This design comes from an exercise in tuning for small area and few clock cycles on the open sky130 flow, not from production work. Only simulation tests tie the RTL to the original design; equivalence was not proved. Power and IR drop assume default switching activity.

## run.sh

```bash
#!/bin/bash
# synth_recipe.tcl (not shown) runs the flow's synth.tcl, then flattens the netlist and writes it again
# the make line also repeats each setting of config.mk as NAME=value (left out here)
make -C /OpenROAD-flow-scripts/flow DESIGN_CONFIG=/design/flow/config.mk WORK_HOME=/design/flow/orfs CLKGATE_MAP_FILE= SYNTH_SCRIPT=/design/flow/synth_recipe.tcl finish
```

## config.mk

```make
export PLATFORM = sky130hd
export DESIGN_NAME = armDpTop
export DESIGN_NICKNAME = armDpTop
export VERILOG_FILES = /design/flow/design.v
export SDC_FILE = /design/flow/constraint.sdc
export NUM_CORES = 4
export LEC_CHECK = 0
export CAP_MARGIN = 20
export CORE_MARGIN = 2
export CORE_UTILIZATION = 40
export SLEW_MARGIN = 20
```

## constraint.sdc

```tcl
create_clock -name core_clock -period 10.0 [get_ports {CLK}]
set_input_delay 2.0000 -clock core_clock [delete_from_list [all_inputs] [get_ports {CLK}]]
set_output_delay 2.0000 -clock core_clock [all_outputs]
set_load 0.01 [all_outputs]
```

## design.v

```verilog
package armDpPkg;
	typedef logic [32-1:0] dataT;
	typedef logic [4-1:0] regAddrT;
	typedef logic [12-1:0] operand2T;
	typedef enum logic [3:0] {
		AND = 4'd0,
		EOR = 4'd1,
		SUB = 4'd2,
		RSB = 4'd3,
		ADD = 4'd4,
		ADC = 4'd5,
		SBC = 4'd6,
		RSC = 4'd7,
		TST = 4'd8,
		TEQ = 4'd9,
		CMP = 4'd10,
		CMN = 4'd11,
		ORR = 4'd12,
		MOV = 4'd13,
		BIC = 4'd14,
		MVN = 4'd15
	} aluOpT;
	typedef enum logic [1:0] {
		LSL = 2'd0,
		LSR = 2'd1,
		ASR = 2'd2,
		ROR = 2'd3
	} shiftTypeT;
	typedef struct packed {
		logic n;  
		logic z;  
		logic c;  
		logic v;  
	} flagsT;
endpackage
`timescale 1ns/10ps
module regFile (
	input logic CLK,
	input logic CLR,
	input armDpPkg::regAddrT rdAddrA,
	input armDpPkg::regAddrT rdAddrB,
	output armDpPkg::dataT rdDataA,
	output armDpPkg::dataT rdDataB,
	input logic wrEn,
	input armDpPkg::regAddrT wrAddr,
	input armDpPkg::dataT wrData
);
	armDpPkg::dataT regs [0:16-1];
	always_ff @(posedge CLK or negedge CLR)
	begin
		if (!CLR)
		begin
			for (int i = 0; i < 16; i++)
				regs[i] <= '0;
		end
		else if (wrEn)
			regs[wrAddr] <= wrData;
	end
	assign rdDataA = (wrEn && (wrAddr == rdAddrA)) ? wrData : regs[rdAddrA];
	assign rdDataB = (wrEn && (wrAddr == rdAddrB)) ? wrData : regs[rdAddrB];
endmodule
`timescale 1ns/10ps
module shifterOperand (
	input logic imm,
	input armDpPkg::operand2T operand2,
	input armDpPkg::dataT rmValue,
	output armDpPkg::dataT value
);
	logic [4:0] amount;
	armDpPkg::shiftTypeT shiftType;
	armDpPkg::dataT immValue;
	armDpPkg::dataT regValue;
	function automatic logic [32-1:0] rotateRight(input logic [32-1:0] word,
		input logic [4:0] count);
		logic [2*32-1:0] doubled;
		doubled = {word, word} >> count;
		rotateRight = doubled[32-1:0];
	endfunction
	assign immValue = rotateRight({{(32-8){1'b0}}, operand2[7:0]},
		{operand2[11:8], 1'b0});
	assign amount = operand2[11:7];
	assign shiftType = armDpPkg::shiftTypeT'(operand2[6:5]);
	always_comb
	begin
		case (shiftType)
			armDpPkg::LSL: regValue = rmValue << amount;
			armDpPkg::LSR: regValue = rmValue >> amount;
			armDpPkg::ASR: regValue = armDpPkg::dataT'($signed(rmValue) >>> amount);
			armDpPkg::ROR: regValue = rotateRight(rmValue, amount);
		endcase
	end
	assign value = imm ? immValue : regValue;
endmodule
`timescale 1ns/10ps
module operandFetch (
	input logic CLK,
	input logic CLR,
	input logic cmdValid,
	output logic cmdReady,
	input armDpPkg::aluOpT cmdOp,
	input logic cmdSetFlags,
	input armDpPkg::regAddrT cmdRd,
	input armDpPkg::regAddrT cmdRn,
	input logic cmdImm,
	input armDpPkg::operand2T cmdOperand2,
	output armDpPkg::regAddrT rnAddr,
	output armDpPkg::regAddrT rmAddr,
	input armDpPkg::dataT rnData,
	input armDpPkg::dataT rmData,
	output logic opValid,
	input logic opReady,
	output armDpPkg::aluOpT opOp,
	output logic opSetFlags,
	output armDpPkg::regAddrT opRd,
	output armDpPkg::dataT opRnValue,
	output armDpPkg::dataT opOperand2Value  
);
	armDpPkg::dataT operand2Value;
	logic accept;
	assign rnAddr = cmdRn;
	assign rmAddr = cmdOperand2[4-1:0];  
	shifterOperand shifter (
		.imm(cmdImm),
		.operand2(cmdOperand2),
		.rmValue(rmData),
		.value(operand2Value)
	);
	assign cmdReady = !opValid || opReady;
	assign accept = cmdValid && cmdReady;
	always_ff @(posedge CLK or negedge CLR)
	begin
		if (!CLR)
			opValid <= 1'b0;
		else if (cmdReady)
			opValid <= cmdValid;
	end
	always_ff @(posedge CLK)
	begin
		if (accept)
		begin
			opOp <= cmdOp;
			opSetFlags <= cmdSetFlags;
			opRd <= cmdRd;
			opRnValue <= rnData;
			opOperand2Value <= operand2Value;
		end
	end
endmodule
`timescale 1ns/10ps
module aluCore (
	input armDpPkg::aluOpT op,
	input armDpPkg::dataT rnValue,
	input armDpPkg::dataT operand2Value,
	input armDpPkg::flagsT flagsIn,
	output armDpPkg::dataT result,
	output armDpPkg::flagsT flagsOut,
	output logic writesRd
);
	armDpPkg::dataT addA;
	armDpPkg::dataT addB;
	logic addCin;
	logic arith;
	logic [32:0] sum;
	logic overflow;
	always_comb
	begin
		addA = rnValue;
		addB = operand2Value;
		addCin = 1'b0;
		arith = 1'b1;
		case (op)
			armDpPkg::ADD, armDpPkg::CMN: addCin = 1'b0;
			armDpPkg::ADC: addCin = flagsIn.c;
			armDpPkg::SUB, armDpPkg::CMP:
			begin
				addB = ~operand2Value;
				addCin = 1'b1;
			end
			armDpPkg::SBC:
			begin
				addB = ~operand2Value;
				addCin = flagsIn.c;  
			end
			armDpPkg::RSB:
			begin
				addA = operand2Value;
				addB = ~rnValue;
				addCin = 1'b1;
			end
			armDpPkg::RSC:
			begin
				addA = operand2Value;
				addB = ~rnValue;
				addCin = flagsIn.c;
			end
			default: arith = 1'b0;
		endcase
	end
	assign sum = {1'b0, addA} + {1'b0, addB} + {{32{1'b0}}, addCin};
	assign overflow = (addA[32-1] == addB[32-1])
		&& (sum[32-1] != addA[32-1]);
	always_comb
	begin
		case (op)
			armDpPkg::AND, armDpPkg::TST: result = rnValue & operand2Value;
			armDpPkg::EOR, armDpPkg::TEQ: result = rnValue ^ operand2Value;
			armDpPkg::ORR: result = rnValue | operand2Value;
			armDpPkg::MOV: result = operand2Value;
			armDpPkg::BIC: result = rnValue & ~operand2Value;
			armDpPkg::MVN: result = ~operand2Value;
			default: result = sum[32-1:0];
		endcase
	end
	assign writesRd = !(op == armDpPkg::TST || op == armDpPkg::TEQ || op == armDpPkg::CMP || op == armDpPkg::CMN);
	assign flagsOut.n = result[32-1];
	assign flagsOut.z = (result == '0);
	assign flagsOut.c = arith ? sum[32] : flagsIn.c;  
	assign flagsOut.v = arith ? overflow : flagsIn.v;
endmodule
`timescale 1ns/10ps
module executeStage (
	input logic CLK,
	input logic CLR,
	input logic opValid,
	output logic opReady,
	input armDpPkg::aluOpT opOp,
	input logic opSetFlags,
	input armDpPkg::regAddrT opRd,
	input armDpPkg::dataT opRnValue,
	input armDpPkg::dataT opOperand2Value,
	output logic wrEn,
	output armDpPkg::regAddrT wrAddr,
	output armDpPkg::dataT wrData,
	output logic rspValid,
	input logic rspReady,
	output armDpPkg::dataT rspResult,
	output armDpPkg::flagsT rspFlags
);
	armDpPkg::flagsT flagsQ;
	armDpPkg::flagsT aluFlags;
	armDpPkg::dataT aluResult;
	logic writesRd;
	logic capture;
	aluCore alu (
		.op(opOp),
		.rnValue(opRnValue),
		.operand2Value(opOperand2Value),
		.flagsIn(flagsQ),
		.result(aluResult),
		.flagsOut(aluFlags),
		.writesRd(writesRd)
	);
	assign opReady = !rspValid || rspReady;
	assign capture = opValid && opReady;
	assign wrEn = capture && writesRd;
	assign wrAddr = opRd;
	assign wrData = aluResult;
	always_ff @(posedge CLK or negedge CLR)
	begin
		if (!CLR)
		begin
			rspValid <= 1'b0;
			flagsQ <= '0;
		end
		else
		begin
			if (capture)
				rspValid <= 1'b1;
			else if (rspReady)
				rspValid <= 1'b0;
			if (capture && (opSetFlags || !writesRd))
				flagsQ <= aluFlags;
		end
	end
	always_ff @(posedge CLK)
	begin
		if (capture)
			rspResult <= aluResult;
	end
	assign rspFlags = flagsQ;
endmodule
`timescale 1ns/10ps
module armDpTop (
	input logic CLK,
	input logic CLR,
	input logic cmdValid,
	output logic cmdReady,
	input armDpPkg::aluOpT cmdOp,
	input logic cmdSetFlags,
	input armDpPkg::regAddrT cmdRd,
	input armDpPkg::regAddrT cmdRn,
	input logic cmdImm,
	input armDpPkg::operand2T cmdOperand2,
	output logic rspValid,
	input logic rspReady,
	output armDpPkg::dataT rspResult,
	output armDpPkg::flagsT rspFlags
);
	armDpPkg::regAddrT rnAddr;
	armDpPkg::regAddrT rmAddr;
	armDpPkg::dataT rnData;
	armDpPkg::dataT rmData;
	logic wrEn;
	armDpPkg::regAddrT wrAddr;
	armDpPkg::dataT wrData;
	logic opValid;
	logic opReady;
	armDpPkg::aluOpT opOp;
	logic opSetFlags;
	armDpPkg::regAddrT opRd;
	armDpPkg::dataT opRnValue;
	armDpPkg::dataT opOperand2Value;
	operandFetch fetch (
		.CLK(CLK),
		.CLR(CLR),
		.cmdValid(cmdValid),
		.cmdReady(cmdReady),
		.cmdOp(cmdOp),
		.cmdSetFlags(cmdSetFlags),
		.cmdRd(cmdRd),
		.cmdRn(cmdRn),
		.cmdImm(cmdImm),
		.cmdOperand2(cmdOperand2),
		.rnAddr(rnAddr),
		.rmAddr(rmAddr),
		.rnData(rnData),
		.rmData(rmData),
		.opValid(opValid),
		.opReady(opReady),
		.opOp(opOp),
		.opSetFlags(opSetFlags),
		.opRd(opRd),
		.opRnValue(opRnValue),
		.opOperand2Value(opOperand2Value)
	);
	executeStage exec (
		.CLK(CLK),
		.CLR(CLR),
		.opValid(opValid),
		.opReady(opReady),
		.opOp(opOp),
		.opSetFlags(opSetFlags),
		.opRd(opRd),
		.opRnValue(opRnValue),
		.opOperand2Value(opOperand2Value),
		.wrEn(wrEn),
		.wrAddr(wrAddr),
		.wrData(wrData),
		.rspValid(rspValid),
		.rspReady(rspReady),
		.rspResult(rspResult),
		.rspFlags(rspFlags)
	);
	regFile regs (
		.CLK(CLK),
		.CLR(CLR),
		.rdAddrA(rnAddr),
		.rdAddrB(rmAddr),
		.rdDataA(rnData),
		.rdDataB(rmData),
		.wrEn(wrEn),
		.wrAddr(wrAddr),
		.wrData(wrData)
	);
endmodule
```

==> impl_results.md <==
* Run status: no timing/DRC/antenna violations
* Final net count at 4,836
* Setup skew after layout at 0.0324 ns
* RSZ-0062 raised after global routing: false
* Inserted Clock Buffers at 76
* CTS tree: yes
* Number of antenna violations at the first check in global routing at 9
* Largest net degree at the start of global routing at 149
* Sink Count at 623
* Root buffer cell: clkbuf_16
* Power density cells at 226 nW/um^2
* Fin crit period at 7.43 ns
* Post-synthesis average cell area at 8.50 um^2
* Final number of max-transition violations at 0
* Worst Tran Pin Value at 1.37 ns
* Nature of the critical path endpoint: flop
* Relative slew slack at 7.63%
* Worst path buffer plus inverter count at 5
* Hold Violations, Final at 0
* Final worst path period share at 74.3%
* Area Growth Syn to Fin at 10.9%
* Data required time of the critical path at 10.41 ns
* Slowest cell on the critical path: a22oi_1
* Overall fraction of global-route tracks in use at 38.7%
* Async set or reset register ratio after synthesis at 83.1%
* Post-synth EDFFs at 105
* Wire length of the first global-routing pass at 300 mm
* Hpwl dp at 140 mm
* Comb power frac at 32.1%
* IO Pins at 68
* H-tree level count at 3
* VDD IR-drop max at 0.145 mV
* Worst min-delay path category: flop to flop
* Net count after synthesis at 4,988
* Cell type with the highest aggregate area in the netlist: dfrtp_1
* Startpoint kind of the worst setup timing path: flop
* Max-cap violations at 0
* Category of the critical setup timing path: flop to flop
* Leading register cell type out of synthesis: dfrtp_1
* Switching power summed over all nets at 4.22 mW
* Port bufs at 67
* Die footprint at 107,000 um^2
* Hold path depth at 1
* Initial core utilization at 40.2%
* DRC violations left at 0
* Post-synth top area share at 31.2%
* Placer congestion estimate at 1.04
* Most used cell along the critical path: inv_1
* Via count of the routed design at 43.2k
* Post-place instance area at 43,500 um^2
* Number of detailed-routing iterations run before antenna repair at 7
* Number of hold buffers added after CTS at 0
* Number of nets with antenna violations after detailed routing at 0
* Stages on the worst setup path at 21
* Largest driver fanout on the critical path at 33
* Longest individual stage delay on the worst path at 0.97 ns
* Placeable core region at 103,000 um^2
* Initial drt markers at 7,640
* Total overflow reported by the global router at 0
* Part of the power in the clock network at 27.7%
* DR vias/cell at 6.98
* Cell count after synthesis at 4,893
* Total Routed Length at 213 mm
* Setup-violating endpoint count in the final report at 0
* Power consumption at 10.4 mW
* Post-CTS setup buffers at 0
* Sequential-to-total area share from yosys stat at 38.8%
* Cell Int Power at 6.22 mW
* Post-route cell area at 46,100 um^2
* Floorplan die width at 326 um
* Sw Ratio at 40.4%
* Cell variety after synth at 110
* Maximum operating frequency at 135 MHz
* Vias in the first global route at 39.8k
* Netlist area before placement at 41,600 um^2
* CTS Buffer Depth at 3
* Clock slew seen by the registers of the worst setup and hold paths at 0.06 ns
* Cell breakdown of the critical path: nand2_1, and3_1, buf_4, inv_1, nand2_1, o21ai_0, fa_1, inv_1, fa_1, nand2b_1, a21o_1, nand2_1, o211a_1, inv_1, a22oi_1, mux4_2, inv_1, o32ai_1, a211oi_1, a221o_1, o31a_1
* Leading cell types by total area after synthesis: dfrtp_1 (31%), o21ai_0 (7.6%), edfxtp_1 (7.6%), nand2_1 (6.9%), a22oi_1 (4.0%)
* Wirelength per Cell at 34.4 um
* Gates resized, CTS repair at 0
* Critical path's top delay family: compound AO/OA/AOI/OAI gates
* Data arrival time of the critical path at 7.84 ns
* Synthesis-stage register bit count at 623
* Cell count of the worst reg-to-reg path at 21
* Static leakage at 18.8 nW
* Final TNS setup at 0 ns
* Proportion of layout cells with a drive suffix above 1 at 11.0%
* Sequential power share at 40.2%
* Placement Rows at 118
* Worst skew pair latency at 0.67 ns
* Height of the chip at 326 um
* Total number of yosys warnings at 6
[registers in the layout (all words and copies together) (netlist names)]
name and cells:
regs.regs 512, exec.flagsQ 4, exec.rspValid 1, fetch.opOp 4, fetch.opValid 1, fetch.opSetFlags 1
fetch.opRnValue 32, exec.rspResult 32, fetch.opRd 4, fetch.opOperand2Value 32
[routing by layer]
layer  vias up  wire length [um]  track usage (%)
li1      18000                 -                -
met1     20900             80600             50.8
met2      3494             87400             55.5
met3       830             28700             12.2
met4         8             16000             23.4
met5         -                53            0.399
[cells in the mapped netlist (all sizes together), types with 13 or more instances]
cell type,number
a211o,18
a211oi,48
a21boi,13
a21o,22
a21oi,214
a221oi,72
a22o,54
a22oi,224
a2bb2oi,17
a31o,14
a31oi,41
a32oi,29
and2,32
and3,23
buf,129
clkbuf,317
dfrtp,518
edfxtp,105
ha,63
inv,122
mux2,114
mux2i,131
mux4,25
nand2,769
nand2b,39
nand3,122
nand4,61
nor2,257
nor2b,30
nor3,72
nor3b,17
nor4,20
o2111ai,15
o211ai,38
o21a,23
o21ai,662
o221ai,39
o22ai,80
o31a,13
o31ai,34
or2,14
or3,16
xnor2,19
xor2,13
[layout by cell type, fill, tap and decap left out, types with 79 or more instances in the layout]
cell,Yosys,final
dfrtp_1,518,518
buf_4,16,148
mux2i_1,131,131
nor2_1,254,239
o21ai_0,631,631
a22oi_1,222,222
nand3_1,122,118
edfxtp_1,105,105
o22ai_1,80,79
a21oi_1,214,212
inv_1,115,112
nand2_1,768,756
mux2_2,109,109
[cell type report]
class	instances	area, um^2
Multi-Input combinational cell	3701	23400
Sequential cell	623	16100
Clock buffer	109	2170
Fill cell	10300	57200
Timing Repair Buffer	216	1810
Tap cell	1380	1730
Antenna cell	4	10.0
Inverter	123	462
Clock inverter	29	393
[metrics by stage]
step                std cells  setup WS (ns)  util (%)  hold slack, ns
finish                   6185           2.57      44.6           0.500
global placement         6042           2.61      42.1           0.476
detailed placement       6042           2.55      42.1           0.480
CTS                      6180           2.73      44.6           0.501
floorplan                4893           4.25         -           0.459
global route             6181           2.31      44.6           0.518
[cell families after synthesis]
kind of cell	Yosys count	share of synthesized area, %
multiplexers	270	7.59
AND/OR/NAND/NOR	1522	16.6
AO/OA/AOI/OAI	1812	28.8
flip-flops	623	38.8
XOR/XNOR	32	0.674
buffers and inverters	569	5.59
adder cells (fa/ha/maj)	65	1.99
[path summary, 6_finish.rpt]
check,from,to,slack (ns)
min reg2reg,fetch.opValid,exec.rspValid,0.50
max in group asynchronous,CLR,regs.regs[15][0],7.18
max reg2reg,fetch.opOp[3],fetch.opOperand2Value[26],2.57
max,fetch.opOp[3],fetch.opOperand2Value[26],2.57
min in group asynchronous,CLR,regs.regs[13][12],1.39
min,fetch.opValid,exec.rspValid,0.50
[power by group through the flow]
stage                     Combinational (mW)  Clock (mW)  Sequential (mW)
after floorplan                         2.03           0             3.89
after global placement                  3.17           0             4.17
after detailed placement                3.21           0             4.18
after CTS                               3.22        2.90             4.14
after global routing                    3.58        3.00             4.26
final                                   3.35        2.89             4.19
Testbench counts, summed over its fixed seeds: cycles 12,016.

[afterwards: timing with drivers on the ports]
In the flow no input, the clock included, has a driving cell. The finished layout below was timed again as built, in two steps. Step 1: set_driving_cell puts a clkbuf_16 on CLK and a buf_2 on each other input, an assumption about the parent block. Step 2 also shifts input and output timing later by t, the mid clock arrival at the registers, as if the neighbouring blocks saw the same clock. Three values: ideal, step 1, step 2; two values: the first two.
shift t [ns]: 0.728
setup WS [ns]: 2.572 / 2.572 / 2.022
worst slew at a driven data input, ns: 0.16
After both steps setup and hold are still met in this run. The setup slack of this run moves by 0.000 ns with the drivers and by -0.550 ns with both steps.
